This design comes from an exercise in tuning for small area, a short achievable clock period and few clock cycles per item on the open sky130 flow, not from production work.
The RTL was checked by simulation tests, not by an equivalence proof against the original design.
Power figures rest on the tool's default switching activity, not on a simulated workload.

### constraint.sdc
create_clock -name core_clock -period 6.0 [get_ports {clk}]
set_input_delay 1.2000 -clock core_clock [delete_from_list [all_inputs] [get_ports {clk}]]
set_output_delay 1.2000 -clock core_clock [all_outputs]
set_load 0.01 [all_outputs]
### run.sh
#!/bin/bash
# synth_recipe.tcl (not shown) runs the flow's synth.tcl, then flattens the netlist and writes it again
# the make line also repeats each setting of config.mk as NAME=value (left out here)
make -C /OpenROAD-flow-scripts/flow DESIGN_CONFIG=/design/flow/config.mk WORK_HOME=/design/flow/orfs CLKGATE_MAP_FILE= SYNTH_SCRIPT=/design/flow/synth_recipe.tcl finish
### design.v
package vct_pkg;
    localparam int ID_W     = 64;
    localparam int CLOCK_W  = 64;
    localparam int STATUS_W = 2;
    localparam logic [STATUS_W-1:0] ST_OK         = 2'd0;
    localparam logic [STATUS_W-1:0] ST_NOT_FOUND  = 2'd1;
    localparam logic [STATUS_W-1:0] ST_TABLE_FULL = 2'd2;
    localparam logic MODE_TICK  = 1'b0;
    localparam logic MODE_MERGE = 1'b1;
endpackage
import vct_pkg::*;
module vct_ctrl
(
    input  logic                clk,
    input  logic                rst_n,
    output logic                adv,
    output logic                in_ready,
    input  logic                hold_next,
    input  logic                res_valid,
    input  logic [STATUS_W-1:0] res_status,
    input  logic [CLOCK_W-1:0]  res_clock,
    output logic                out_valid,
    input  logic                out_ready,
    output logic [STATUS_W-1:0] out_status,
    output logic [CLOCK_W-1:0]  out_clock_value
);
    logic                out_v;
    logic [STATUS_W-1:0] out_st;
    logic [CLOCK_W-1:0]  out_clk;
    logic                skid_v;
    logic [STATUS_W-1:0] skid_st;
    logic [CLOCK_W-1:0]  skid_clk;
    logic                ready_reg;
    logic                adv_reg;
    logic push;
    logic out_free;
    logic skid_v_next;
    assign push     = adv_reg && res_valid;
    assign out_free = !out_v || out_ready;
    always_comb
    begin
        if (skid_v)
        begin
            skid_v_next = !out_free;
        end
        else
        begin
            skid_v_next = push && !out_free;
        end
    end
    always_ff @(posedge clk or negedge rst_n)
    begin
        if (!rst_n)
        begin
            out_v     <= 1'b0;
            skid_v    <= 1'b0;
            ready_reg <= 1'b1;
            adv_reg   <= 1'b1;
        end
        else
        begin
            if (out_free)
            begin
                out_v <= skid_v || push;
            end
            skid_v    <= skid_v_next;
            ready_reg <= !skid_v_next && !hold_next;
            adv_reg   <= !skid_v_next;
        end
    end
    always_ff @(posedge clk)
    begin
        if (out_free)
        begin
            out_st  <= skid_v ? skid_st  : res_status;
            out_clk <= skid_v ? skid_clk : res_clock;
        end
        if (!skid_v)
        begin
            skid_st  <= res_status;
            skid_clk <= res_clock;
        end
    end
    assign adv             = adv_reg;
    assign in_ready        = ready_reg;
    assign out_valid       = out_v;
    assign out_status      = out_st;
    assign out_clock_value = out_clk;
endmodule
import vct_pkg::*;
module vct_datapath
#(
    parameter int CAPACITY = 16
)
(
    input  logic                clk,
    input  logic                rst_n,
    input  logic                adv,
    input  logic                in_ready,
    output logic                hold_next,
    input  logic                cfg_wr_en,
    input  logic [ID_W-1:0]     cfg_wr_data,
    input  logic                in_valid,
    input  logic                in_mode,
    input  logic [ID_W-1:0]     in_actor_key,
    input  logic [CLOCK_W-1:0]  in_peer_clock,
    output logic                res_valid,
    output logic [STATUS_W-1:0] res_status,
    output logic [CLOCK_W-1:0]  res_clock
);
    localparam int GW = 8;
    localparam int NG = CLOCK_W / GW;
    logic [ID_W-1:0]     own_id;
    logic [ID_W-1:0]     actor_tab [CAPACITY];
    logic [CLOCK_W-1:0]  clock_tab [CAPACITY];
    logic [CAPACITY-1:0] occ;
    logic                zero0;
    logic                v0;
    logic                m0;
    logic [ID_W-1:0]     k0;
    logic [CLOCK_W-1:0]  p0;
    logic                v2;
    logic                m2;
    logic [CAPACITY-1:0] match2;
    logic [CAPACITY-1:0] free2;
    logic                full2;
    logic [CLOCK_W-1:0]  p2;
    logic                v3;
    logic                m3;
    logic                wr3;
    logic [STATUS_W-1:0] st3;
    logic [CAPACITY-1:0] wsel3;
    logic [CLOCK_W-1:0]  p3;
    logic [CLOCK_W-1:0]  c3;
    logic [NG-1:0]       ggt3;
    logic [NG-1:0]       glt3;
    logic [NG-1:0]       gone3;
    logic bub;
    logic hz_next;
    logic adv0;
    assign hz_next   = in_valid && in_ready && v0 && (in_actor_key == k0);
    assign hold_next = adv ? hz_next : bub;
    assign adv0      = adv && !bub;
    always_ff @(posedge clk or negedge rst_n)
    begin
        if (!rst_n)
        begin
            v0  <= 1'b0;
            bub <= 1'b0;
        end
        else
        begin
            if (adv0)
            begin
                v0 <= in_valid;
            end
            bub <= hold_next;
        end
    end
    always_ff @(posedge clk)
    begin
        if (adv0)
        begin
            m0 <= in_mode;
            k0 <= in_actor_key;
            p0 <= in_peer_clock;
        end
    end
    logic                ins2;
    logic [CAPACITY-1:0] occ1;
    logic [CAPACITY-1:0] match1;
    logic [CAPACITY-1:0] free1;
    always_comb
    begin
        occ1 = occ | (ins2 ? free2 : '0);
        for (int i = 0; i < CAPACITY; i++)
        begin
            if (i == 0)
            begin
                match1[i] = (own_id == k0);
                free1[i]  = 1'b0;
            end
            else
            begin
                match1[i] = occ1[i] && (actor_tab[i] == k0);
                free1[i]  = occ1[i-1] && !occ1[i];
            end
        end
    end
    always_ff @(posedge clk)
    begin
        for (int i = 1; i < CAPACITY; i++)
        begin
            if (free1[i])
            begin
                actor_tab[i] <= k0;
            end
        end
    end
    always_ff @(posedge clk or negedge rst_n)
    begin
        if (!rst_n)
        begin
            v2 <= 1'b0;
        end
        else if (adv)
        begin
            v2 <= adv0 && v0;
        end
    end
    always_ff @(posedge clk)
    begin
        if (adv)
        begin
            m2     <= m0;
            match2 <= match1;
            free2  <= free1;
            full2  <= occ1[CAPACITY-1];
            p2     <= p0;
        end
    end
    logic                hit2;
    logic                wr2;
    logic [STATUS_W-1:0] st2;
    logic [CAPACITY-1:0] wsel2;
    logic [CLOCK_W-1:0]  rd2;
    logic [NG-1:0]       ggt2;
    logic [NG-1:0]       glt2;
    logic [NG-1:0]       gone2;
    assign hit2  = |match2;
    assign ins2  = v2 && (m2 == MODE_MERGE) && !hit2 && !full2;
    assign wr2   = v2 && (hit2 || ((m2 == MODE_MERGE) && !full2));
    assign st2   = hit2                ? ST_OK :
                   (m2 == MODE_TICK)   ? ST_NOT_FOUND :
                   full2               ? ST_TABLE_FULL : ST_OK;
    assign wsel2 = !wr2 ? '0 : hit2 ? match2 : free2;
    always_ff @(posedge clk or negedge rst_n)
    begin
        if (!rst_n)
        begin
            own_id <= '0;
            occ    <= CAPACITY'(1);
        end
        else if (cfg_wr_en)
        begin
            own_id <= cfg_wr_data;
            occ    <= CAPACITY'(1);
        end
        else if (adv && ins2)
        begin
            occ <= occ | free2;
        end
    end
    always_comb
    begin
        rd2 = '0;
        for (int i = 0; i < CAPACITY; i++)
        begin
            if (i == 0)
            begin
                rd2 = rd2 | ((match2[i] && !zero0) ? clock_tab[i] : '0);
            end
            else
            begin
                rd2 = rd2 | (match2[i] ? clock_tab[i] : '0);
            end
        end
    end
    always_comb
    begin
        for (int j = 0; j < NG; j++)
        begin
            gone2[j] = &rd2[j*GW +: GW];
        end
    end
    for (genvar j = 0; j < NG; j++)
    begin : g_cmp
        vct_gt #(.W (GW)) u_gt
        (
            .g  (p2[j*GW +: GW] & ~rd2[j*GW +: GW]),
            .l  (~p2[j*GW +: GW] & rd2[j*GW +: GW]),
            .gt (ggt2[j]),
            .lt (glt2[j])
        );
    end
    always_ff @(posedge clk or negedge rst_n)
    begin
        if (!rst_n)
        begin
            v3    <= 1'b0;
            wsel3 <= '0;
        end
        else if (adv)
        begin
            v3    <= v2;
            wsel3 <= wsel2;
        end
    end
    always_ff @(posedge clk)
    begin
        if (adv)
        begin
            m3    <= m2;
            wr3   <= wr2;
            st3   <= st2;
            p3    <= p2;
            c3    <= rd2;
            ggt3  <= ggt2;
            glt3  <= glt2;
            gone3 <= gone2;
        end
    end
    logic                gt3;
    logic [NG-1:0]       gcin3;
    logic [CLOCK_W-1:0]  inc_val3;
    logic [CLOCK_W-1:0]  new3;
    vct_gt #(.W (NG)) u_gt3
    (
        .g  (ggt3),
        .l  (glt3),
        .gt (gt3),
        .lt ()
    );
    vct_inc #(.W (NG)) u_gcin
    (
        .x   (gone3),
        .cin (1'b1),
        .c   (gcin3),
        .y   ()
    );
    for (genvar j = 0; j < NG; j++)
    begin : g_inc
        vct_inc #(.W (GW)) u_inc
        (
            .x   (c3[j*GW +: GW]),
            .cin (gcin3[j]),
            .c   (),
            .y   (inc_val3[j*GW +: GW])
        );
    end
    always_comb
    begin
        if (!wr3)
        begin
            new3 = '0;
        end
        else if (m3 == MODE_TICK)
        begin
            new3 = inc_val3;
        end
        else
        begin
            new3 = gt3 ? p3 : c3;
        end
    end
    always_ff @(posedge clk)
    begin
        for (int i = 0; i < CAPACITY; i++)
        begin
            if (wsel3[i])
            begin
                clock_tab[i] <= new3;
            end
        end
    end
    always_ff @(posedge clk or negedge rst_n)
    begin
        if (!rst_n)
        begin
            zero0 <= 1'b1;
        end
        else if (cfg_wr_en)
        begin
            zero0 <= 1'b1;
        end
        else if (wsel3[0])
        begin
            zero0 <= 1'b0;
        end
    end
    assign res_valid  = v3;
    assign res_status = st3;
    assign res_clock  = new3;
endmodule
module vct_gt
#(
    parameter int W = 8
)
(
    input  logic [W-1:0] g,
    input  logic [W-1:0] l,
    output logic         gt,
    output logic         lt
);
    localparam int L = $clog2(W);
    logic [W-1:0] tg [L+1];
    logic [W-1:0] tl [L+1];
    always_comb
    begin
        tg[0] = g;
        tl[0] = l;
        for (int l = 0; l < L; l++)
        begin
            tg[l+1] = '0;
            tl[l+1] = '0;
            for (int i = 0; i < (W >> (l + 1)); i++)
            begin
                tg[l+1][i] = tg[l][2*i+1] | (!tl[l][2*i+1] & tg[l][2*i]);
                tl[l+1][i] = tl[l][2*i+1] | (!tg[l][2*i+1] & tl[l][2*i]);
            end
        end
    end
    assign gt = tg[L][0];
    assign lt = tl[L][0];
endmodule
module vct_inc
#(
    parameter int W = 8
)
(
    input  logic [W-1:0] x,
    input  logic         cin,
    output logic [W-1:0] c,
    output logic [W-1:0] y
);
    localparam int L = $clog2(W);
    logic [W-1:0] p [L+1];
    always_comb
    begin
        p[0] = x;
        for (int l = 0; l < L; l++)
        begin
            for (int i = 0; i < W; i++)
            begin
                if (((i >> l) & 1) == 1)
                begin
                    p[l+1][i] = p[l][i] & p[l][((i >> l) << l) - 1];
                end
                else
                begin
                    p[l+1][i] = p[l][i];
                end
            end
        end
        c[0] = cin;
        for (int i = 1; i < W; i++)
        begin
            c[i] = cin & p[L][i-1];
        end
    end
    assign y = x ^ c;
endmodule
import vct_pkg::*;
module vector_clock_table_unit
#(
    parameter int CAPACITY = 16
)
(
    input  logic                clk,
    input  logic                rst_n,
    input  logic                item_valid,
    output logic                item_ready,
    input  logic                item_mode,
    input  logic [ID_W-1:0]     item_actor_key,
    input  logic [CLOCK_W-1:0]  item_peer_clock,
    output logic                result_valid,
    input  logic                result_ready,
    output logic [STATUS_W-1:0] result_status,
    output logic [CLOCK_W-1:0]  result_clock_value,
    input  logic                cfg_wr_en,
    input  logic [ID_W-1:0]     cfg_wr_data
);
    logic                adv;
    logic                hold_next;
    logic                res_valid;
    logic [STATUS_W-1:0] res_status;
    logic [CLOCK_W-1:0]  res_clock;
    vct_datapath #(
        .CAPACITY (CAPACITY)
    ) u_datapath
    (
        .clk           (clk),
        .rst_n         (rst_n),
        .adv           (adv),
        .in_ready      (item_ready),
        .hold_next     (hold_next),
        .cfg_wr_en     (cfg_wr_en),
        .cfg_wr_data   (cfg_wr_data),
        .in_valid      (item_valid),
        .in_mode       (item_mode),
        .in_actor_key  (item_actor_key),
        .in_peer_clock (item_peer_clock),
        .res_valid     (res_valid),
        .res_status    (res_status),
        .res_clock     (res_clock)
    );
    vct_ctrl u_ctrl
    (
        .clk             (clk),
        .rst_n           (rst_n),
        .adv             (adv),
        .in_ready        (item_ready),
        .hold_next       (hold_next),
        .res_valid       (res_valid),
        .res_status      (res_status),
        .res_clock       (res_clock),
        .out_valid       (result_valid),
        .out_ready       (result_ready),
        .out_status      (result_status),
        .out_clock_value (result_clock_value)
    );
endmodule
### config.mk
export PLATFORM = sky130hd
export DESIGN_NAME = vector_clock_table_unit
export DESIGN_NICKNAME = vector_clock_table_unit
export VERILOG_FILES = /design/flow/design.v
export SDC_FILE = /design/flow/constraint.sdc
export NUM_CORES = 4
export LEC_CHECK = 0
export CAP_MARGIN = 20
export CORE_MARGIN = 2
export CORE_UTILIZATION = 55
export PLACE_DENSITY = 0.7
export SETUP_SLACK_MARGIN = 3.3
export SLEW_MARGIN = 20
==> results of run 1 <==
worst min-delay path by stage:
stage                      start                 to  cells after the start  slack, ns
5_1_grt        u_datapath.p0[33]  u_datapath.p2[33]                      0       0.42
4_1_cts         u_datapath.p0[8]   u_datapath.p2[8]                      0       0.42
2_1_floorplan      u_datapath.m0      u_datapath.m2                      0       0.40
3_5_place_dp   u_datapath.p0[53]  u_datapath.p2[53]                      0       0.41
3_3_place_gp    u_datapath.p0[4]   u_datapath.p2[4]                      0       0.40
6_report        u_datapath.p0[8]   u_datapath.p2[8]                      0       0.41
routing by layer:
layer  GRT usage, %  routed length (um)  vias up
met4           23.5               30100        8
met3           8.66               45900     1417
met1           42.9              114000    32120
li1               -                   -    25178
met2           54.9              159000     5575
met5              0                  98        -
cell families (layout without fill, tap and decap cells):
group | Yosys count | in the layout | synth area share, %
flops | 2601 | 2601 | 76.1
other cells | 0 | 24 | 0
buf+inv | 390 | 1606 | 1.69
mux | 155 | 155 | 1.65
fa+ha+maj | 48 | 48 | 0.506
simple gates | 800 | 827 | 4.51
compound gates | 784 | 784 | 5.83
xor+xnor | 1119 | 1119 | 9.70
layout by cell type (no fill, tap or decap), types with 34 or more instances in the layout:
| master | synthesis | final |
|---|---|---|
| nand2_1 | 90 | 85 |
| buf_2 | 70 | 61 |
| nand4_1 | 345 | 345 |
| buf_6 | 19 | 158 |
| and3_4 | 0 | 36 |
| a21oi_4 | 0 | 34 |
| nor4_1 | 90 | 79 |
| clkdlybuf4s50_1 | 0 | 195 |
| mux2_2 | 92 | 74 |
| buf_8 | 0 | 39 |
| a21oi_1 | 104 | 52 |
| mux2i_1 | 63 | 37 |
| xor2_1 | 90 | 90 |
| dfxtp_1 | 66 | 66 |
| nand3_1 | 62 | 59 |
| inv_1 | 88 | 87 |
| nor2_1 | 83 | 73 |
| dfrtp_1 | 101 | 84 |
| clkinv_2 | 0 | 50 |
| buf_4 | 3 | 330 |
| a22oi_1 | 296 | 282 |
| a222oi_1 | 63 | 63 |
| buf_12 | 0 | 116 |
| a221oi_1 | 46 | 40 |
| edfxtp_1 | 2430 | 2430 |
| buf_16 | 0 | 61 |
| a22o_1 | 59 | 55 |
| xnor2_1 | 1029 | 1029 |
| clkbuf_1 | 191 | 59 |
| clkbuf_16 | 0 | 360 |
power groups by stage:
| stage | Combinational, uW | Clock (uW) | Sequential, uW |
|---|---|---|---|
| detailed placement | 15500 | 0 | 29600 |
| global placement | 15100 | 0 | 29500 |
| floorplan | 8730 | 0 | 29000 |
| global route | 23700 | 17100 | 29500 |
| CTS | 19500 | 16300 | 29100 |
| finish | 23300 | 16500 | 29400 |
area by class of cell:
class / instances / area (um2) / share of cell area [%]
Multi-Input combinational cell: 2933 / 24700 / 19.4
Tap cell: 2464 / 3080 / 2.43
Sequential cell: 2601 / 77000 / 60.6
Antenna cell: 24 / 60.1 / 0.0473
Clock inverter: 112 / 1010 / 0.792
Inverter: 92 / 345 / 0.272
Clock buffer: 352 / 7430 / 5.85
Timing Repair Buffer: 1050 / 13400 / 10.6
per-stage QoR:
stage                     power (uW)  setup WS (ns)  hold WS [ns]
after CTS                      65000           3.08         0.415
final                          69100           2.81         0.411
after detailed placement       45100           1.92         0.405
after global placement         44600           1.61         0.403
after global routing           70300           2.85         0.421
after floorplan                37700           1.06         0.400
repair_timing:
action / 4_1_cts / 5_1_grt
resized for setup: 751 / 385
cloned: 73 / 118
setup endpoints to repair: 2272 / 2143
hold endpoints to repair: 0 / 0
buffers inserted: 212 / 209
pin swaps: 74 / 153
==> results.py, run 1 <==
metrics = {
    "outcome": {
        "status": "complete, no violations",
    },
    "cells_and_area": {
        "largest_register_ffs": 1024,
        "finish.cell_count_without_fillers": 9628,
        "syn_to_final_growth_pct": 25.6,
        "drive_gt1_share_pct": 23.5,
        "filler_cell_count": 11100,
        "final_core_utilization_pct": 69.4,
        "regMostFlops": "u_datapath.clock_tab",
        "post_layout_net_count": 7161,
        "stdcell_area_um2": 127000,
        "layout_top_registers": "u_datapath.clock_tab: 1024 flops, u_datapath.actor_tab: 960 flops",
    },
    "global_routing": {
        "grt_start_max_net_pins": 147,
        "grt.overflow.total": 0,
        "number_of_global_route_vias_before_repair": 59942,
        "groute.usage.overall_pct": 34.9,
        "number_of_antenna_violations_at_the_first_check_in_global_routing": 20,
        "grt_pass1_wl_mm": 453,
    },
    "route": {
        "drtPass1Iterations": 13,
        "drt_iter0_drcs": 10659,
        "number_of_routed_nets_with_antenna_violations": 0,
        "route.final.wire_length_mm": 350,
        "routedWlPerCell_um": 36.3,
        "route.detailed.vias_per_inst": 6.68,
        "remaining_drc_errors": 0,
        "num_vias": 64298,
    },
    "timing": {
        "worst-slew-pin-transition_ns": 1.33,
        "timing.clock.skew_ns": 0.0645,
        "hold_viol_final": 0,
        "final_clock_period_utilization_by_the_worst_path_pct": 53.2,
        "slew_violations": 0,
        "setup_total_negative_slack_ns": 0,
        "timing_limited_maximum_frequency_mhz": 313,
        "rsz0062_at_grt": "yes",
        "setup_viol": 0,
        "timing.slew.headroom_pct": 11.2,
        "final.min_clock_period_ns": 3.19,
    },
    "clock_network": {
        "numCtsBuffers": 275,
        "ctsHoldBuffers": 0,
        "cts-htree-levels": 5,
        "clock-sinks": 2601,
        "ctsLongestPathBuffers": 4,
        "clk_root_buffer_cell": "clkbuf_16",
        "cts_tree": "done",
        "clk-insertion-delay-late_ns": 0.93,
        "clk_transition_reported_paths_ns": 0.06,
    },
    "worst_setup_path": {
        "cp.depth": 13,
        "setup.worst_path.end": "u_ctrl.out_clk[50]",
        "path_class": "reg2reg",
        "crit_family": "compound AO/OA/AOI/OAI gates",
        "crit_path_end_kind": "flip-flop",
        "reg2regPathDepth": 13,
        "slowest_stage": "edfxtp_1",
        "critical_path.max_stage_delay_ns": 0.44,
        "worst_setup_path_startpoint": "u_datapath.glt3[1]",
        "start_kind": "flip-flop",
        "crit_buf_inv": 5,
        "crit_arrival_ns": 3.81,
        "worstPathRequired_ns": 6.62,
        "path_common_cell": "buf_12",
        "worst_r2r_startpoint": "u_datapath.glt3[1]",
        "crit_chain": "nor2b_4 > o21bai_1 > a21oi_2 > o41ai_2 > buf_4 > o31ai_4 > buf_12 > buf_12 > buf_8 > buf_16 > mux2i_4 > nand2_2 > a22o_4",
        "timing.rr.end": "u_ctrl.out_clk[50]",
        "crit_fanout": 7,
        "setup_slack_reg_to_reg_ns": 2.81,
    },
    "run": {
        "max_cap_violations": 0,
    },
    "synth": {
        "yosysWarnings": 9,
        "post-synth-top-count-cell": "edfxtp_1",
        "async_reset_ff_share_pct": 4.04,
        "synth_edf_count": 2430,
        "postSynthNetCount": 6105,
        "syn_avg_cell_area_um2": 17.1,
        "synth_cell_type_count": 61,
        "synth_top_flop_cell": "edfxtp_1",
        "netlist_area_um2": 101000,
        "post_synth_inst_count": 5897,
        "synth_top_area_cell": "edfxtp_1",
        "yosys-top-cells-area": "edfxtp_1, xnor2_1, dfrtp_1, a22oi_1, nand4_1",
        "synth_top_cells_by_count": "edfxtp_1, xnor2_1, nand4_1",
        "yosys_register_bits": 2601,
        "synth.top_cell.area_share_pct": 72.2,
        "synth_seq_area_share_pct": 76.1,
    },
    "place": {
        "place_inst": 8528,
        "number_of_port_buffers": 265,
        "dp_hpwl_mm": 163,
        "gp_congestion": 0.838,
        "placement.cell_area_um2": 108000,
    },
    "die": {
        "die_w_um": 433,
        "die_h_um": 433,
        "core_um2": 183000,
        "die_ar_um2": 187000,
        "floorplan.io_pins": 266,
        "num_rows": 157,
        "starting_utilization_of_the_core_area_pct": 55.3,
    },
    "pwr": {
        "switchingPower_uw": 24100,
        "seqPwrFrac_pct": 42.5,
        "p_leak_uw": 0.0426,
        "relative_contribution_of_combinational_cells_to_total_power_pct": 33.7,
        "worst_ir_drop_on_vdd_mv": 0.466,
        "power_frac_clock_pct": 23.8,
        "internal_power_uw": 45000,
        "power_density_nw_per_um2": 545,
        "switching_share_pct": 34.9,
    },
    "worst_hold_path": {
        "timing.hold.worst.class": "reg2reg",
    },
}
Testbench counts, summed over its fixed seeds: cycles 5,027, items 4,800.
==> run 2, diff against run 1 <==
==> flow/run.sh (new file) <==
#!/bin/bash
set -o pipefail
cp standard.sh standard.sh.txt 2>/dev/null
export BUFFER_PORTS_ARGS="-buffer_cell sky130_fd_sc_hd__buf_4"
bash standard.sh > standard.log 2>&1
==> standard.sh (new file) <==
#!/bin/bash
# synth_recipe.tcl (not shown) runs the flow's synth.tcl, then flattens the netlist and writes it again
# the make line also repeats each setting of config.mk as NAME=value (left out here)
make -C /OpenROAD-flow-scripts/flow DESIGN_CONFIG=/design/flow/config.mk WORK_HOME=/design/flow/orfs CLKGATE_MAP_FILE= SYNTH_SCRIPT=/design/flow/synth_recipe.tcl "${@:-finish}"
removed: run.sh
==> results.py, run 2 <==
metrics = {
    "pwr": {
        "worst_ir_drop_on_vdd_mv": 0.445,
        "power_density_nw_per_um2": 546,
        "p_leak_uw": 0.0425,
        "total_power_consumption_of_the_routed_design_uw": 68800,
    },
    "synth": {
        "synth_cell_type_count": 61,
        "synth_seq_area_share_pct": 76.1,
        "synth_top_cells_by_count": "edfxtp_1, xnor2_1, nand4_1",
        "yosys-top-cells-area": "edfxtp_1, xnor2_1, dfrtp_1, a22oi_1, nand4_1",
        "synth_top_area_cell": "edfxtp_1",
        "syn_avg_cell_area_um2": 17.1,
        "synth.top_cell.area_share_pct": 72.2,
        "async_reset_ff_share_pct": 4.04,
        "post_synth_inst_count": 5897,
        "yosys_register_bits": 2601,
        "synth_edf_count": 2430,
        "netlist_area_um2": 101000,
        "post-synth-top-count-cell": "edfxtp_1",
        "synth_top_flop_cell": "edfxtp_1",
        "postSynthNetCount": 6105,
        "yosysWarnings": 9,
    },
    "clock_network": {
        "numCtsBuffers": 239,
        "clock-sinks": 2601,
        "cts-htree-levels": 4,
        "clk_transition_reported_paths_ns": 0.07,
        "ctsHoldBuffers": 0,
        "ctsLongestPathBuffers": 3,
        "clk_root_buffer_cell": "clkbuf_16",
        "cts_tree": "done",
        "clk-insertion-delay-late_ns": 0.90,
    },
    "die": {
        "floorplan.io_pins": 266,
        "die_h_um": 433,
        "starting_utilization_of_the_core_area_pct": 55.3,
        "die_ar_um2": 187000,
        "core_um2": 183000,
        "die_w_um": 433,
        "num_rows": 157,
    },
    "cells_and_area": {
        "filler_cell_count": 11265,
        "regArea_um2": 77000,
        "regMostFlops": "u_datapath.clock_tab",
        "drive_gt1_share_pct": 26.3,
        "syn_to_final_growth_pct": 24.7,
        "largest_register_ffs": 1024,
        "multiInputGateArea_um2": 24800,
        "layout.cells.most_common": "edfxtp_1",
        "layout_top_registers": "u_datapath.clock_tab: 1024 flops, u_datapath.actor_tab: 960 flops",
        "stdcell_area_um2": 126000,
        "post_layout_net_count": 7128,
        "final_core_utilization_pct": 68.9,
        "layout.cells.most_common_list": "edfxtp_1, xnor2_1, buf_4",
        "finish.cell_count_without_fillers": 9612,
    },
    "global_routing": {
        "number_of_global_route_vias_before_repair": 59902,
        "groute.usage.overall_pct": 34.9,
        "grt_pass1_wl_mm": 453,
        "grt_start_max_net_pins": 139,
        "grt.overflow.total": 0,
        "number_of_antenna_violations_at_the_first_check_in_global_routing": 18,
    },
    "place": {
        "gp_congestion": 0.845,
        "dp_hpwl_mm": 160,
        "placement.cell_area_um2": 107000,
        "number_of_port_buffers": 265,
        "place_inst": 8526,
    },
    "run": {
        "max_cap_violations": 0,
    },
    "timing": {
        "rsz0062_at_grt": "yes",
        "timing_limited_maximum_frequency_mhz": 315,
        "hold_viol_final": 0,
        "setup_viol": 0,
        "setup_total_negative_slack_ns": 0,
        "slew_violations": 0,
        "timing.clock.skew_ns": 0.0697,
        "final.min_clock_period_ns": 3.18,
        "final_clock_period_utilization_by_the_worst_path_pct": 52.9,
        "worst-slew-pin-transition_ns": 1.24,
        "timing.slew.headroom_pct": 17.2,
    },
    "worst_setup_path": {
        "crit_fanout": 17,
        "crit_family": "compound AO/OA/AOI/OAI gates",
        "worstPathRequired_ns": 6.64,
        "crit_buf_inv": 2,
        "path_class": "reg2reg",
        "slowest_stage": "a221oi_2",
        "crit_arrival_ns": 3.81,
        "start_kind": "flip-flop",
        "crit_chain": "buf_4 > bufbuf_16 > a22o_1 > a221oi_2 > nand4_1 > a21oi_4 > and2_4 > a21oi_1 > a211oi_2 > o21ai_2",
        "critical_path.max_stage_delay_ns": 0.49,
        "crit_path_end_kind": "flip-flop",
    },
    "route": {
        "route.detailed.vias_per_inst": 6.63,
        "routedWlPerCell_um": 35.7,
        "remaining_drc_errors": 0,
        "num_vias": 63690,
        "drtPass1Iterations": 10,
        "drt_iter0_drcs": 10494,
        "route.final.wire_length_mm": 343,
        "number_of_routed_nets_with_antenna_violations": 0,
    },
    "worst_hold_path": {
        "timing.hold.worst.class": "in2async",
    },
    "outcome": {
        "status": "complete, no violations",
    },
}
==> run 2: what timing repair did <==
action / 4_1_cts / 5_1_grt
gates cloned: 92 / 79
pin swaps: 74 / 168
endpoints found under the setup margin: 2225 / 2160
setup buffers: 279 / 167
resized for setup: 542 / 329
==> run 2: final cells by class <==
type / instances / share of cell area (%)
diodes: 17 / 0.0338
clock buffers: 298 / 5.02
clock inverters: 154 / 1.35
inverters: 92 / 0.274
multi-input cells: 2937 / 19.7
flip-flops and latches: 2601 / 61.1
well taps: 2464 / 2.45
repair buffers: 1049 / 10.1
==> run 2: where the power goes <==
group          total (uW)  leakage (uW)  internal, uW  switching (uW)
combinational       23600        0.0139          9360           14300
clock               15700       0.00392          8820            6870
sequential          29500        0.0246         26500            2930
==> run 2: routing by layer <==
metal	up-vias	part of all wire [%]	GRT usage, %
li1	25108	-	-
met1	31830	33	43.4
met3	1410	13	8.48
met2	5336	46	54.6
met4	6	8.8	23.2
met5	-	0.019	0
==> run 2: logic make-up (layout without fill, tap and decap cells) <==
group | after synthesis | after routing | synth area share (%)
AOI/OAI and AO/OA | 784 | 784 | 5.83
xor gates and xnor gates | 1119 | 1119 | 9.70
adders and majority gates | 48 | 48 | 0.506
buffers and inverters | 390 | 1593 | 1.69
DFF | 2601 | 2601 | 76.1
muxes | 155 | 155 | 1.65
other | 0 | 17 | 0
and+or+nand+nor | 800 | 831 | 4.51
==> run 2: path summary, 6_finish.rpt <==
kind | from | to | slack (ns) | depth (start not counted)
setup / recovery | u_datapath.match2[7] | u_datapath.glt3[5] | 2.82 | 10
hold / removal | rst_n | u_ctrl.out_v | 0.38 | 1
setup reg to reg | u_datapath.match2[7] | u_datapath.glt3[5] | 2.82 | 10
hold reg to reg | u_datapath.p0[29] | u_datapath.p2[29] | 0.42 | 0
max in group asynchronous | rst_n | u_datapath.wsel3[15] | 4.23 | 2
min in group core_clock | u_datapath.p0[29] | u_datapath.p2[29] | 0.42 | 0
==> run 2: per-stage QoR <==
stage / worst slack, ns / hold WS [ns]
2_1_floorplan: 1.06 / 0.400
3_3_place_gp: 1.89 / 0.403
3_5_place_dp: 1.82 / 0.405
4_1_cts: 3.03 / 0.366
5_1_grt: 2.85 / 0.425
6_report: 2.82 / 0.380
==> run 3, diff against run 2 <==
--- a/design.v
+++ b/design.v
@@ -110,3 +110,3 @@
 );
-    localparam int GW = 8;
+    localparam int GW = 4;
     localparam int NG = CLOCK_W / GW;
@@ -117,6 +117,2 @@
     logic                zero0;
-    logic                v0;
-    logic                m0;
-    logic [ID_W-1:0]     k0;
-    logic [CLOCK_W-1:0]  p0;
     logic                v2;
@@ -124,2 +120,3 @@
     logic [CAPACITY-1:0] match2;
+    logic                hit2;
     logic [CAPACITY-1:0] free2;
@@ -137,34 +134,4 @@
     logic [NG-1:0]       gone3;
-    logic bub;
-    logic hz_next;
-    logic adv0;
-    assign hz_next   = in_valid && in_ready && v0 && (in_actor_key == k0);
-    assign hold_next = adv ? hz_next : bub;
-    assign adv0      = adv && !bub;
-    always_ff @(posedge clk or negedge rst_n)
-    begin
-        if (!rst_n)
-        begin
-            v0  <= 1'b0;
-            bub <= 1'b0;
-        end
-        else
-        begin
-            if (adv0)
-            begin
-                v0 <= in_valid;
-            end
-            bub <= hold_next;
-        end
-    end
-    always_ff @(posedge clk)
-    begin
-        if (adv0)
-        begin
-            m0 <= in_mode;
-            k0 <= in_actor_key;
-            p0 <= in_peer_clock;
-        end
-    end
     logic                ins2;
+    logic [CAPACITY-1:0] wsel2;
     logic [CAPACITY-1:0] occ1;
@@ -179,3 +146,3 @@
             begin
-                match1[i] = (own_id == k0);
+                match1[i] = (own_id == in_actor_key);
                 free1[i]  = 1'b0;
@@ -184,3 +151,3 @@
             begin
-                match1[i] = occ1[i] && (actor_tab[i] == k0);
+                match1[i] = occ1[i] && (actor_tab[i] == in_actor_key);
                 free1[i]  = occ1[i-1] && !occ1[i];
@@ -195,3 +162,3 @@
             begin
-                actor_tab[i] <= k0;
+                actor_tab[i] <= in_actor_key;
             end
@@ -199,2 +166,8 @@
     end
+    logic bub;
+    logic hz_next;
+    logic adv2;
+    assign hz_next   = in_valid && in_ready && (|(match1 & wsel2));
+    assign hold_next = adv ? hz_next : bub;
+    assign adv2      = adv && !bub;
     always_ff @(posedge clk or negedge rst_n)
@@ -203,7 +176,12 @@
         begin
-            v2 <= 1'b0;
+            v2  <= 1'b0;
+            bub <= 1'b0;
         end
-        else if (adv)
+        else
         begin
-            v2 <= adv0 && v0;
+            if (adv2)
+            begin
+                v2 <= in_valid;
+            end
+            bub <= hold_next;
         end
@@ -212,15 +190,14 @@
     begin
-        if (adv)
+        if (adv2)
         begin
-            m2     <= m0;
+            m2     <= in_mode;
             match2 <= match1;
+            hit2   <= |match1;
             free2  <= free1;
             full2  <= occ1[CAPACITY-1];
-            p2     <= p0;
+            p2     <= in_peer_clock;
         end
     end
-    logic                hit2;
     logic                wr2;
     logic [STATUS_W-1:0] st2;
-    logic [CAPACITY-1:0] wsel2;
     logic [CLOCK_W-1:0]  rd2;
@@ -229,3 +206,2 @@
     logic [NG-1:0]       gone2;
-    assign hit2  = |match2;
     assign ins2  = v2 && (m2 == MODE_MERGE) && !hit2 && !full2;
@@ -248,3 +224,3 @@
         end
-        else if (adv && ins2)
+        else if (adv2 && ins2)
         begin
@@ -294,4 +270,4 @@
         begin
-            v3    <= v2;
-            wsel3 <= wsel2;
+            v3    <= adv2 && v2;
+            wsel3 <= adv2 ? wsel2 : '0;
         end
--- a/config.mk
+++ b/config.mk
@@ -10,4 +10,6 @@
 export CORE_UTILIZATION = 55
+export CTS_CLUSTER_DIAMETER = 60
+export CTS_CLUSTER_SIZE = 25
 export PLACE_DENSITY = 0.7
-export SETUP_SLACK_MARGIN = 3.3
+export SETUP_SLACK_MARGIN = 3.1
 export SLEW_MARGIN = 20
==> results.py, run 3 <==
metrics = {
    "outcome": {
        "status": "complete, no violations",
    },
    "timing": {
        "worst_slack_ns": 3.01,
        "timing.slew.headroom_pct": 26.8,
        "slew_violations": 0,
        "final_clock_period_utilization_by_the_worst_path_pct": 49.8,
        "rsz0062_at_grt": "yes",
        "final.min_clock_period_ns": 2.99,
        "setup_viol": 0,
        "worst-slew-pin-transition_ns": 1.09,
        "timing_limited_maximum_frequency_mhz": 335,
        "hold_viol_final": 0,
        "timing.clock.skew_ns": 0.0577,
        "setup_total_negative_slack_ns": 0,
    },
    "route": {
        "routedWlPerCell_um": 33.0,
        "route.final.wire_length_mm": 292,
        "remaining_drc_errors": 0,
        "met3_length_mm": 30.9,
        "num_vias": 57553,
        "number_of_routed_nets_with_antenna_violations": 0,
        "wl_met2_mm": 141,
        "met1Wirelength_mm": 107,
        "route.detailed.vias_per_inst": 6.50,
        "topRoutingLayerUsed": "met5",
        "drt_iter0_drcs": 8142,
        "drtPass1Iterations": 6,
    },
    "global_routing": {
        "number_of_global_route_vias_before_repair": 55701,
        "grt_start_max_net_pins": 106,
        "grt.overflow.total": 0,
        "groute.usage.overall_pct": 31.3,
        "number_of_antenna_violations_at_the_first_check_in_global_routing": 7,
        "grt_pass1_wl_mm": 404,
    },
    "cells_and_area": {
        "regMostFlops": "u_datapath.clock_tab",
        "post_layout_net_count": 6588,
        "drive_gt1_share_pct": 17.1,
        "layout.cells.most_common": "edfxtp_1",
        "syn_to_final_growth_pct": 13.4,
        "layout.cells.most_common_list": "edfxtp_1, xnor2_1, buf_4",
        "largest_register_ffs": 1024,
        "layout_top_registers": "u_datapath.clock_tab: 1024 flops, u_datapath.actor_tab: 960 flops",
        "stdcell_area_um2": 112000,
        "final_core_utilization_pct": 62.6,
    },
    "place": {
        "place_worst_setup_slack_ns": 1.31,
        "number_of_port_buffers": 265,
        "dp_hpwl_mm": 163,
        "placement.cell_area_um2": 104000,
        "gp_congestion": 0.894,
    },
    "worst_setup_path": {
        "slowest_stage": "or4_1",
        "crit_buf_inv": 2,
        "crit_family": "simple AND/OR/NAND/NOR gates",
        "crit_path_end_kind": "flip-flop",
        "worstPathRequired_ns": 6.79,
        "crit_fanout": 25,
        "crit_chain": "buf_4 > buf_6 > xnor2_1 > nand4_1 > nor4_1 > nand4_1 > or4_1 > o2111ai_2 > o31ai_4 > and3_1",
        "path_class": "in2reg",
        "crit_arrival_ns": 3.77,
        "path_common_cell": "nand4_1",
        "critical_path.max_stage_delay_ns": 0.54,
        "start_kind": "input pin",
    },
    "synth": {
        "netlist_area_um2": 98500,
        "post_synth_inst_count": 5971,
        "yosysWarnings": 14,
        "synth_top_cells_by_count": "edfxtp_1, xnor2_1, nand4_1",
        "async_reset_ff_share_pct": 4.17,
        "yosys_register_bits": 2496,
        "synth_top_flop_cell": "edfxtp_1",
        "yosys-top-cells-area": "edfxtp_1, xnor2_1, dfrtp_1, xor2_1, a22oi_1",
        "synth_cell_type_count": 65,
        "synth.top_cell.area_share_pct": 70.9,
        "synth_edf_count": 2326,
        "synth_seq_area_share_pct": 74.9,
        "synth_top_area_cell": "edfxtp_1",
        "post-synth-top-count-cell": "edfxtp_1",
        "syn_avg_cell_area_um2": 16.5,
        "postSynthNetCount": 6186,
    },
    "die": {
        "core_um2": 178000,
        "floorplan.io_pins": 266,
        "die_ar_um2": 182000,
        "num_rows": 155,
        "die_w_um": 427,
        "die_h_um": 427,
        "starting_utilization_of_the_core_area_pct": 55.3,
    },
    "pwr": {
        "p_leak_uw": 0.0369,
        "power_density_nw_per_um2": 471,
        "worst_ir_drop_on_vdd_mv": 0.428,
    },
    "clock_network": {
        "clk_transition_reported_paths_ns": 0.09,
        "clk-insertion-delay-late_ns": 0.85,
        "clk_root_buffer_cell": "clkbuf_16",
        "clock-sinks": 2496,
        "numCtsBuffers": 152,
        "cts-htree-levels": 4,
        "ctsHoldBuffers": 0,
        "cts_tree": "done",
        "ctsLongestPathBuffers": 3,
    },
    "worst_hold_path": {
        "timing.hold.worst.class": "in2async",
    },
    "run": {
        "max_cap_violations": 0,
    },
}
==> run 3: cells by family (layout without fill, tap and decap cells) <==
| kind of cell | count (synthesis) | in the layout | synth area share [%] |
|---|---|---|---|
| buffers and inverters | 462 | 978 | 2.15 |
| and+or+nand+nor | 980 | 989 | 5.43 |
| DFF | 2496 | 2496 | 74.9 |
| xor gates and xnor gates | 1056 | 1056 | 9.39 |
| adders and majority gates | 80 | 80 | 0.856 |
| muxes | 81 | 81 | 0.921 |
| other | 0 | 4 | 0 |
| AOI/OAI and AO/OA | 816 | 816 | 6.33 |
==> run 3: metrics by stage <==
step                      total power, uW  hold slack, ns  instances
after global routing                54300           0.302       8852
final                               52600           0.303       8855
after global placement              39100           0.437       8459
after detailed placement            39500           0.441       8459
after floorplan                     33800           0.418       5971
after CTS                           51600           0.266       8786
==> run 3: worst paths after layout <==
path                                    startpoint                      endpoint  slack, ns  cells after the start
worst min register to register      u_datapath.bub                 u_datapath.v3       0.45                      1
min in group core_clock             u_datapath.bub                 u_datapath.v3       0.45                      1
worst min-delay path                         rst_n          u_datapath.own_id[7]       0.30                      1
max in group asynchronous                    rst_n          u_datapath.wsel3[10]       4.70                      2
worst max-delay path            item_actor_key[19]              u_ctrl.ready_reg       3.01                     10
worst max register to register  u_datapath.ggt3[5]  u_datapath.clock_tab[12][26]       3.01                     13
==> run 3: cell type report <==
| class | count | area (um2) |
|---|---|---|
| multi-input cells | 3022 | 23800 |
| repair buffers | 555 | 5200 |
| diodes | 4 | 10.0 |
| fillers | 12476 | 66600 |
| inverters | 146 | 563 |
| flip-flops and latches | 2496 | 73800 |
| clock inverters | 112 | 1270 |
| well taps | 2355 | 2950 |
| clock buffers | 165 | 3970 |
==> run 3: repair_timing <==
item,4_1_cts,5_1_grt
buffers inserted,36,46
setup endpoints to repair,2215,1525
pin swaps,13,22
gates resized for setup,234,144
gates cloned,14,19
==> run 3: routing by layer <==
metal / up-vias / track usage [%]
met3: 611 / 5.06
met1: 29406 / 41.5
met2: 3739 / 52.0
met5: - / 0
met4: 4 / 12.7
li1: 23793 / -
==> run 3: power by group <==
group | total, uW | leakage, uW | internal (uW) | switching (uW)
clock | 11600 | 0.00255 | 5360 | 6230
sequential | 26700 | 0.0236 | 24600 | 2090
combinational | 14400 | 0.0107 | 4910 | 9440
Testbench counts of run 3, summed over its fixed seeds: cycles 4,957, items 4,800.
==> run 4, diff against run 3 <==
--- a/config.mk
+++ b/config.mk
@@ -13,3 +13,4 @@
 export PLACE_DENSITY = 0.7
-export SETUP_SLACK_MARGIN = 3.1
+export SETUP_SLACK_MARGIN = 3.7
 export SLEW_MARGIN = 20
+export TNS_END_PERCENT = 5
==> results.py, run 4 <==
metrics = {
    "place": {
        "placement.cell_area_um2": 104000,
        "number_of_port_buffers": 265,
        "gp_congestion": 0.923,
        "dp_hpwl_mm": 162,
    },
    "timing": {
        "timing.slew.headroom_pct": 20.5,
        "timing.clock.skew_ns": 0.0443,
        "timing_limited_maximum_frequency_mhz": 333,
        "setup_total_negative_slack_ns": 0,
        "slew_violations": 0,
        "final.min_clock_period_ns": 3.01,
        "worst-slew-pin-transition_ns": 1.19,
        "rsz0062_at_grt": "yes",
        "hold_viol_final": 0,
        "setup_viol": 0,
        "final_clock_period_utilization_by_the_worst_path_pct": 50.1,
    },
    "route": {
        "number_of_routed_nets_with_antenna_violations": 0,
        "num_vias": 57585,
        "route.detailed.vias_per_inst": 6.50,
        "drtPass1Iterations": 7,
        "remaining_drc_errors": 0,
        "routedWlPerCell_um": 33.1,
        "route.final.wire_length_mm": 293,
        "drt_iter0_drcs": 8058,
    },
    "clock_network": {
        "clock-sinks": 2496,
        "clk_root_buffer_cell": "clkbuf_16",
        "cts_tree": "done",
        "numCtsBuffers": 151,
        "cts-htree-levels": 4,
        "clk_transition_reported_paths_ns": 0.10,
        "ctsLongestPathBuffers": 3,
        "ctsHoldBuffers": 0,
        "clk-insertion-delay-late_ns": 0.85,
    },
    "global_routing": {
        "grt.overflow.total": 0,
        "groute.usage.overall_pct": 31.2,
        "grt_pass1_wl_mm": 402,
        "number_of_global_route_vias_before_repair": 54953,
        "number_of_antenna_violations_at_the_first_check_in_global_routing": 8,
        "grt_start_max_net_pins": 82,
    },
    "cells_and_area": {
        "layout_top_registers": "u_datapath.clock_tab: 1024 flops, u_datapath.actor_tab: 960 flops",
        "layout.cells.most_common_list": "edfxtp_1, xnor2_1, buf_4",
        "drive_gt1_share_pct": 18.2,
        "regMostFlops": "u_datapath.clock_tab",
        "multiInputGateArea_um2": 24500,
        "insertedDiodeCount": 0,
        "largest_register_ffs": 1024,
        "filler_cell_count": 12305,
        "stdcell_area_um2": 113000,
        "post_layout_net_count": 6593,
        "regArea_um2": 73800,
        "layout.cells.most_common": "edfxtp_1",
        "syn_to_final_growth_pct": 14.6,
    },
    "synth": {
        "synth_top_cells_by_count": "edfxtp_1, xnor2_1, nand4_1",
        "synth.top_cell.area_share_pct": 70.9,
        "synth_edf_count": 2326,
        "yosys-top-cells-area": "edfxtp_1, xnor2_1, dfrtp_1, xor2_1, a22oi_1",
        "yosys_register_bits": 2496,
        "netlist_area_um2": 98500,
        "yosysWarnings": 14,
        "synth_seq_area_share_pct": 74.9,
        "post_synth_inst_count": 5971,
        "syn_avg_cell_area_um2": 16.5,
        "synth_top_flop_cell": "edfxtp_1",
        "post-synth-top-count-cell": "edfxtp_1",
        "async_reset_ff_share_pct": 4.17,
        "postSynthNetCount": 6186,
        "synth_cell_type_count": 65,
        "synth_top_area_cell": "edfxtp_1",
    },
    "die": {
        "starting_utilization_of_the_core_area_pct": 55.3,
        "floorplan.io_pins": 266,
        "die_w_um": 427,
        "num_rows": 155,
        "die_h_um": 427,
        "core_um2": 178000,
        "die_ar_um2": 182000,
    },
    "worst_setup_path": {
        "reg2regPathDepth": 13,
        "path_class": "reg2reg",
        "critical_path.max_stage_delay_ns": 0.41,
        "crit_path_end_kind": "flip-flop",
        "crit_arrival_ns": 3.71,
        "path_common_cell": "buf_4",
        "crit_chain": "buf_6 > nor3_4 > nand2b_1 > o21ai_4 > a2111oi_4 > buf_4 > buf_8 > clkbuf_16 > buf_4 > o31ai_4 > a21oi_4 > nor3b_4 > buf_2",
        "worstPathRequired_ns": 6.70,
        "crit_fanout": 8,
        "slowest_stage": "edfxtp_1",
        "start_kind": "flip-flop",
    },
    "pwr": {
        "worst_ir_drop_on_vdd_mv": 0.349,
        "power_density_nw_per_um2": 472,
        "p_leak_uw": 0.0374,
    },
    "worst_hold_path": {
        "timing.hold.worst.class": "in2async",
    },
    "run": {
        "max_cap_violations": 0,
    },
    "outcome": {
        "status": "complete, no violations",
    },
}
[run 4: routing by layer]
metal / vias up / track usage, % / wire (um)
li1: 23785 / - / -
met1: 29453 / 41.0 / 106000
met2: 3711 / 51.6 / 142000
met3: 630 / 5.07 / 30800
met4: 6 / 13.8 / 14800
met5: - / 0 / 43
[run 4: kinds of logic after synthesis]
group / count (synthesis) / share of synthesized area, %
flip-flops: 2496 / 74.9
XOR/XNOR: 1056 / 9.39
AND/OR/NAND/NOR: 980 / 5.43
AO/OA/AOI/OAI: 816 / 6.33
buffers and inverters: 462 / 2.15
multiplexers: 81 / 0.921
adder cells (fa/ha/maj): 80 / 0.856
[run 4: critical path: cells and delay by family, from the launching register on]
| family | cells | cell delay, ns |
|---|---|---|
| flops | 1 | 0.41 |
| compound gates | 4 | 0.69 |
| buf+inv | 6 | 1.05 |
| simple gates | 3 | 0.70 |
[run 4: metrics by stage]
stage               worst slack (ns)  std cells  total power [uW]  utilization [%]  hold slack (ns)
floorplan                       3.08       5971             33900                -            0.418
global placement                1.80       8436             39100             58.2            0.437
detailed placement              1.72       8436             39500             58.2            0.443
CTS                             3.13       8794             52300             62.2            0.382
global route                    2.94       8857             55000             63.3            0.444
finish                          2.99       8857             53300             63.3            0.415
[run 4: final timing paths]
| check | from | to | slack, ns |
|---|---|---|---|
| setup reg to reg | u_datapath.ggt3[5] | u_datapath.clock_tab[7][34] | 2.99 |
| hold reg to reg | u_ctrl.skid_clk[34] | u_ctrl.skid_clk[34] | 0.46 |
| setup / recovery | u_datapath.ggt3[5] | u_datapath.clock_tab[7][34] | 2.99 |
| min in group core_clock | u_ctrl.skid_clk[34] | u_ctrl.skid_clk[34] | 0.46 |
| max in group asynchronous | rst_n | u_datapath.wsel3[14] | 4.31 |
| hold / removal | rst_n | u_datapath.own_id[8] | 0.41 |
[run 4: area by class of cell]
| class | instances | share of cell area (%) |
|---|---|---|
| timing repair inverter | 1 | 0.00776 |
| timing repair buffer | 561 | 5.13 |
| clock inverter | 103 | 1.10 |
| inverter | 146 | 0.509 |
| multi-input combinational | 3021 | 21.7 |
| tap | 2355 | 2.61 |
| sequential | 2496 | 65.4 |
| clock buffer | 174 | 3.55 |
[run 4: repair_timing]
item	4_1_cts	5_1_grt
resized for setup	205	330
cloned	21	16
pin swaps	32	47
setup endpoints to repair	2501	2342
setup buffers	60	47
[run 4: where the power goes]
| group | internal, uW | switching (uW) | leakage (uW) |
|---|---|---|---|
| Clock | 5390 | 6260 | 0.00254 |
| Combinational | 5270 | 9680 | 0.0112 |
| Sequential | 24600 | 2090 | 0.0236 |
| Total | 35200 | 18000 | 0.0374 |
==> run 5, diff against run 4 <==
--- a/config.mk
+++ b/config.mk
@@ -9,7 +9,7 @@
 export CORE_MARGIN = 2
-export CORE_UTILIZATION = 55
+export CORE_UTILIZATION = 62
 export CTS_CLUSTER_DIAMETER = 60
 export CTS_CLUSTER_SIZE = 25
-export PLACE_DENSITY = 0.7
-export SETUP_SLACK_MARGIN = 3.7
+export PLACE_DENSITY = 0.74
+export SETUP_SLACK_MARGIN = 3.4
 export SLEW_MARGIN = 20
==> results.py, run 5 <==
metrics = {
    "cells_and_area": {
        "regMostFlops": "u_datapath.clock_tab",
        "syn_to_final_growth_pct": 13.9,
        "layout_top_registers": "u_datapath.clock_tab: 1024 flops, u_datapath.actor_tab: 960 flops",
        "largest_register_ffs": 1024,
        "layout.cells.most_common_list": "edfxtp_1, xnor2_1, buf_4",
        "finish.cell_count_without_fillers": 8582,
        "layout.cells.most_common": "edfxtp_1",
        "drive_gt1_share_pct": 17.3,
        "post_layout_net_count": 6593,
        "final_core_utilization_pct": 71.0,
    },
    "worst_hold_path": {
        "timing.hold.worst.class": "in2async",
    },
    "die": {
        "starting_utilization_of_the_core_area_pct": 62.3,
        "die_h_um": 403,
        "die_w_um": 403,
        "core_um2": 158000,
        "floorplan.io_pins": 266,
        "num_rows": 146,
        "die_ar_um2": 162000,
    },
    "place": {
        "place_inst": 8159,
        "gp_congestion": 0.974,
        "dp_hpwl_mm": 163,
        "number_of_port_buffers": 265,
    },
    "timing": {
        "slew_violations": 0,
        "rsz0062_at_grt": "yes",
        "timing.slew.headroom_pct": 19.4,
        "final.hold.worst_slack_ns": 0.394,
        "worst-slew-pin-transition_ns": 1.21,
        "final.min_clock_period_ns": 2.98,
        "setup_viol": 0,
        "final_clock_period_utilization_by_the_worst_path_pct": 49.6,
        "timing_limited_maximum_frequency_mhz": 336,
        "setup_total_negative_slack_ns": 0,
        "hold_viol_final": 0,
        "timing.clock.skew_ns": 0.0369,
    },
    "pwr": {
        "worst_ir_drop_on_vdd_mv": 0.383,
        "internal_power_uw": 35000,
        "seqPwrFrac_pct": 50.0,
        "switchingPower_uw": 18300,
        "total_power_consumption_of_the_routed_design_uw": 53300,
        "power_frac_clock_pct": 21.8,
        "p_leak_uw": 0.0372,
        "relative_contribution_of_combinational_cells_to_total_power_pct": 28.3,
        "switching_share_pct": 34.3,
        "power_density_nw_per_um2": 475,
    },
    "worst_setup_path": {
        "timing.rr.end": "u_datapath.glt3[7]",
        "setup_slack_reg_to_reg_ns": 3.02,
        "path_class": "reg2reg",
        "crit_fanout": 29,
        "reg2regPathDepth": 9,
        "crit_arrival_ns": 3.60,
        "worstPathRequired_ns": 6.62,
        "crit_chain": "buf_4 > buf_8 > a221oi_1 > nand3_1 > a211o_1 > nand2_1 > maj3_1 > maj3_1 > a21oi_2",
        "worst_r2r_startpoint": "u_datapath.match2[4]",
        "crit_path_end_kind": "flip-flop",
        "crit_buf_inv": 2,
        "critical_path.max_stage_delay_ns": 0.54,
        "slowest_stage": "edfxtp_1",
        "path_common_cell": "maj3_1",
        "crit_family": "adder cells",
        "start_kind": "flip-flop",
    },
    "global_routing": {
        "number_of_global_route_vias_before_repair": 55202,
        "number_of_antenna_violations_at_the_first_check_in_global_routing": 9,
        "groute.usage.overall_pct": 34.9,
        "grt_pass1_wl_mm": 400,
        "grt.overflow.total": 0,
        "grt_start_max_net_pins": 129,
    },
    "clock_network": {
        "clk_transition_reported_paths_ns": 0.09,
        "clock-sinks": 2496,
        "clk_root_buffer_cell": "clkbuf_16",
        "ctsHoldBuffers": 0,
        "cts_tree": "done",
        "clk-insertion-delay-late_ns": 0.86,
        "numCtsBuffers": 149,
        "ctsLongestPathBuffers": 3,
        "cts-htree-levels": 4,
    },
    "synth": {
        "synth.top_cell.area_share_pct": 70.9,
        "post-synth-top-count-cell": "edfxtp_1",
        "postSynthNetCount": 6186,
        "post_synth_inst_count": 5971,
        "syn_avg_cell_area_um2": 16.5,
        "synth_top_area_cell": "edfxtp_1",
        "synth_top_flop_cell": "edfxtp_1",
        "netlist_area_um2": 98500,
        "synth_top_cells_by_count": "edfxtp_1, xnor2_1, nand4_1",
        "synth_edf_count": 2326,
        "synth_seq_area_share_pct": 74.9,
        "yosys_register_bits": 2496,
        "async_reset_ff_share_pct": 4.17,
        "yosysWarnings": 14,
        "synth_cell_type_count": 65,
        "yosys-top-cells-area": "edfxtp_1, xnor2_1, dfrtp_1, xor2_1, a22oi_1",
    },
    "outcome": {
        "status": "complete, no violations",
    },
    "route": {
        "num_vias": 58234,
        "route.detailed.vias_per_inst": 6.79,
        "drtPass1Iterations": 7,
        "remaining_drc_errors": 0,
        "routedWlPerCell_um": 34.3,
        "route.final.wire_length_mm": 295,
        "drt_iter0_drcs": 9495,
        "number_of_routed_nets_with_antenna_violations": 0,
    },
    "run": {
        "max_cap_violations": 0,
    },
}
run 5: cell counts after synthesis:
Identical to the previous run, type by type.
run 5: power by group through the flow:
| stage | Combinational, uW | Clock [uW] | Sequential (uW) |
|---|---|---|---|
| final | 15100 | 11600 | 26600 |
| after global routing | 15700 | 12200 | 26900 |
| after CTS | 13700 | 11600 | 26500 |
| after detailed placement | 12500 | 0 | 27000 |
| after global placement | 12200 | 0 | 26800 |
| after floorplan | 7190 | 0 | 26600 |
run 5: area by class of cell:
class | count | area (um2)
clock buffer | 160 | 3780
clock inverter | 117 | 1480
fill | 9671 | 45800
antenna | 6 | 15.0
sequential | 2496 | 73800
timing repair buffer | 565 | 5980
tap | 2072 | 2590
inverter | 146 | 562
multi-input combinational | 3020 | 23900
run 5: layer usage:
metal	wire length, um	part of all wire [%]	vias to the layer above	global-route usage (%)
met5	65	0.022	-	0
met4	15700	5.3	8	15.8
met3	38100	13	743	7.22
met2	139000	47	4539	55.7
met1	102000	35	29159	46.6
li1	-	-	23785	-
run 5: cells by family (layout without fill, tap and decap cells):
group                      Yosys count  in the layout  share of synthesized area, %
and+or+nand+nor                    980            987                          5.43
xor gates and xnor gates          1056           1056                          9.39
DFF                               2496           2496                          74.9
AOI/OAI and AO/OA                  816            816                          6.33
muxes                               81             81                         0.921
buffers and inverters              462            988                          2.15
adders and majority gates           80             80                         0.856
other                                0              6                             0
run 5: how the worst max path moves through the flow:
| stage | from | end | cells past startpoint |
|---|---|---|---|
| floorplan | u_datapath.m2 | u_datapath.free2[5] | 4 |
| global placement | item_actor_key[11] | u_datapath.hit2 | 10 |
| detailed placement | item_actor_key[11] | u_datapath.hit2 | 10 |
| CTS | u_datapath.hit2 | u_datapath.actor_tab[12][52] | 6 |
| global route | u_datapath.glt3[1] | u_ctrl.out_clk[52] | 12 |
| finish | u_datapath.match2[4] | u_datapath.glt3[7] | 9 |
run 5: what timing repair did:
item	CTS	global route
endpoints found under the hold margin	0	0
gates resized for setup	179	315
setup buffers	43	63
endpoints found under the setup margin	2364	2195
pin swaps	17	35
gates cloned	16	18
run 5: metrics by stage:
step / cell area (um2) / setup WS (ns)
6_report: 112000 / 3.02
5_1_grt: 112000 / 2.99
4_1_cts: 110000 / 3.02
3_5_place_dp: 103000 / 1.48
3_3_place_gp: 103000 / 1.46
2_1_floorplan: 98600 / 2.62
==> run 6, diff against run 5 <==
--- a/config.mk
+++ b/config.mk
@@ -13,3 +13,3 @@
 export PLACE_DENSITY = 0.74
-export SETUP_SLACK_MARGIN = 3.4
+export SETUP_SLACK_MARGIN = 3.6
 export SLEW_MARGIN = 20
==> results.py, run 6 <==
metrics = {
    "timing": {
        "timing.clock.skew_ns": 0.0436,
        "rsz0062_at_grt": "yes",
        "setup_total_negative_slack_ns": 0,
        "worst-slew-pin-transition_ns": 1.19,
        "timing_limited_maximum_frequency_mhz": 336,
        "slew_violations": 0,
        "setup_viol": 0,
        "final.min_clock_period_ns": 2.98,
        "hold_viol_final": 0,
        "timing.slew.headroom_pct": 20.5,
        "final_clock_period_utilization_by_the_worst_path_pct": 49.7,
    },
    "die": {
        "die_h_um": 403,
        "core_um2": 158000,
        "floorplan.io_pins": 266,
        "num_rows": 146,
        "starting_utilization_of_the_core_area_pct": 62.3,
        "die_w_um": 403,
        "die_ar_um2": 162000,
    },
    "place": {
        "gp_congestion": 0.951,
        "number_of_port_buffers": 265,
        "placement.cell_area_um2": 103000,
        "dp_hpwl_mm": 161,
    },
    "global_routing": {
        "number_of_global_route_vias_before_repair": 56063,
        "grt.overflow.total": 0,
        "groute.usage.overall_pct": 35.9,
        "number_of_antenna_violations_at_the_first_check_in_global_routing": 7,
        "grt_start_max_net_pins": 129,
        "grt_pass1_wl_mm": 410,
    },
    "route": {
        "route.final.wire_length_mm": 295,
        "routedWlPerCell_um": 34.4,
        "number_of_routed_nets_with_antenna_violations": 0,
        "num_vias": 58687,
        "drtPass1Iterations": 9,
        "route.detailed.vias_per_inst": 6.84,
        "drt_iter0_drcs": 9781,
        "remaining_drc_errors": 0,
    },
    "pwr": {
        "total_power_consumption_of_the_routed_design_uw": 53200,
        "p_leak_uw": 0.0375,
        "worst_ir_drop_on_vdd_mv": 0.413,
        "power_density_nw_per_um2": 472,
    },
    "synth": {
        "synth_top_area_cell": "edfxtp_1",
        "synth_top_cells_by_count": "edfxtp_1, xnor2_1, nand4_1",
        "async_reset_ff_share_pct": 4.17,
        "post_synth_inst_count": 5971,
        "synth.top_cell.area_share_pct": 70.9,
        "syn_avg_cell_area_um2": 16.5,
        "yosys_register_bits": 2496,
        "post-synth-top-count-cell": "edfxtp_1",
        "synth_cell_type_count": 65,
        "yosys-top-cells-area": "edfxtp_1, xnor2_1, dfrtp_1, xor2_1, a22oi_1",
        "yosysWarnings": 14,
        "postSynthNetCount": 6186,
        "netlist_area_um2": 98500,
        "synth_top_flop_cell": "edfxtp_1",
        "synth_seq_area_share_pct": 74.9,
        "synth_edf_count": 2326,
    },
    "clock_network": {
        "ctsLongestPathBuffers": 3,
        "clk-insertion-delay-late_ns": 0.83,
        "cts-htree-levels": 4,
        "clk_transition_reported_paths_ns": 0.09,
        "cts_tree": "done",
        "clk_root_buffer_cell": "clkbuf_16",
        "clock-sinks": 2496,
        "numCtsBuffers": 147,
        "ctsHoldBuffers": 0,
    },
    "worst_setup_path": {
        "start_kind": "flip-flop",
        "crit_fanout": 39,
        "setup_slack_reg_to_reg_ns": 3.02,
        "path_class": "reg2reg",
        "crit_path_end_kind": "flip-flop",
        "crit_arrival_ns": 3.44,
        "worstPathRequired_ns": 6.46,
    },
    "run": {
        "max_cap_violations": 0,
    },
    "cells_and_area": {
        "filler_cell_count": 9616,
        "layout.cells.most_common_list": "edfxtp_1, xnor2_1, buf_4",
        "layout_top_registers": "u_datapath.clock_tab: 1024 flops, u_datapath.actor_tab: 960 flops",
        "regMostFlops": "u_datapath.clock_tab",
        "post_layout_net_count": 6609,
        "layout.cells.most_common": "edfxtp_1",
        "drive_gt1_share_pct": 18.0,
        "syn_to_final_growth_pct": 14.3,
        "stdcell_area_um2": 113000,
        "largest_register_ffs": 1024,
    },
    "worst_hold_path": {
        "timing.hold.worst.class": "in2async",
    },
    "outcome": {
        "status": "complete, no violations",
    },
}
run 6: cells by family (layout without fill, tap and decap cells):
| family | after synthesis | in the layout | share of synthesized area, % |
|---|---|---|---|
| flip-flops | 2496 | 2496 | 74.9 |
| XOR/XNOR | 1056 | 1056 | 9.39 |
| AND/OR/NAND/NOR | 980 | 995 | 5.43 |
| AO/OA/AOI/OAI | 816 | 817 | 6.33 |
| buffers and inverters | 462 | 985 | 2.15 |
| multiplexers | 81 | 81 | 0.921 |
| adder cells (fa/ha/maj) | 80 | 80 | 0.856 |
| other | 0 | 2 | 0 |
run 6: cell type report:
type | count | area (um2) | area share, %
repair buffers | 574 | 5990 | 5.32
flip-flops and latches | 2496 | 73800 | 65.6
clock inverters | 104 | 1270 | 1.13
inverters | 146 | 561 | 0.498
well taps | 2072 | 2590 | 2.30
diodes | 2 | 5.00 | 0.00445
clock buffers | 161 | 3820 | 3.39
multi-input cells | 3029 | 24500 | 21.7
run 6: stage by stage:
stage	instances	hold WS, ns	util, %	setup WS [ns]
after global routing	8582	0.405	71.2	2.99
after global placement	8158	0.437	65.3	1.52
after floorplan	5971	0.418	-	2.83
after detailed placement	8158	0.443	65.3	1.58
final	8584	0.392	71.2	3.02
after CTS	8533	0.389	70.1	3.13
run 6: power by group:
group	switching, uW	internal (uW)
clock	6070	5340
combinational	9990	5130
sequential	2050	24600
total	18100	35000
run 6: path summary, 6_finish.rpt:
kind,to,startpoint,cells past startpoint
setup reg to reg,u_datapath.actor_tab[11][26],u_datapath.v2,4
hold reg to reg,u_ctrl.skid_clk[35],u_ctrl.skid_clk[35],2
setup / recovery,u_datapath.actor_tab[11][26],u_datapath.v2,4
hold / removal,u_datapath.wsel3[7],rst_n,1
min in group core_clock,u_ctrl.skid_clk[35],u_ctrl.skid_clk[35],2
max in group asynchronous,u_datapath.own_id[38],rst_n,2
run 6: metal layers:
layer	GRT usage [%]	routed length, um	share of wire, %	up-vias
li1	-	-	-	23847
met1	48.0	102000	35	29502
met2	57.8	141000	48	4571
met3	7.43	37300	13	763
met4	15.4	14800	5.0	4
met5	0	25	0.0085	-
run 6: repair_timing:
action | 4_1_cts | 5_1_grt
gates resized for setup | 267 | 273
endpoints found under the setup margin | 2486 | 2212
setup buffers | 74 | 41
cloned | 36 | 8
hold endpoints to repair | 0 | 0
pin swaps | 27 | 53
run 6: worst max-delay path, cell delays in order (launching register included):
cell	delay, ns
dfrtp_1	0.56
and4bb_4	0.36
a21oi_4	0.49
nor2b_4	0.60
buf_4	0.59

what the ideal ports hide:
The results above use ideal ports. As a check the final layouts listed here were re-extracted and re-timed, cells and wires unchanged.
Step 1, drivers: a clkbuf_16 drives clk and a buf_2 each remaining input, both assumed.
Step 2 adds t to the input delays and takes it off the output delays; t is the mean of the earliest and latest rising clock arrival at the registers after step 1. Input paths then give back, and output paths get back, about the clock's delay inside the block.
Slacks: ideal / step 1 / step 2; pairs: ideal / step 1.
run	t (ns)	setup slack, ns	worst setup path at the end	slew at the worst register clock pin (ns)	worst data-port slew with drivers (ns)
run 1	0.996	2.810 / 2.810 / 2.562	input to register	0.08 / 0.08	0.11
run 2	0.956	2.825 / 2.825 / 2.825	register to register	0.08 / 0.08	0.12
run 3	0.912	3.012 / 3.014 / 2.134	input to register	0.10 / 0.10	0.11
run 4	0.920	2.993 / 2.993 / 2.291	input to register	0.10 / 0.10	0.10
run 5	0.932	3.024 / 3.024 / 2.247	input to register	0.10 / 0.10	0.09
run 6	0.895	3.020 / 3.020 / 2.326	input to register	0.10 / 0.10	0.18
After both steps every run listed still meets setup and hold. For run 3, which loses most, drivers alone change the setup slack by +0.002 ns; drivers and shift together by -0.878 ns.
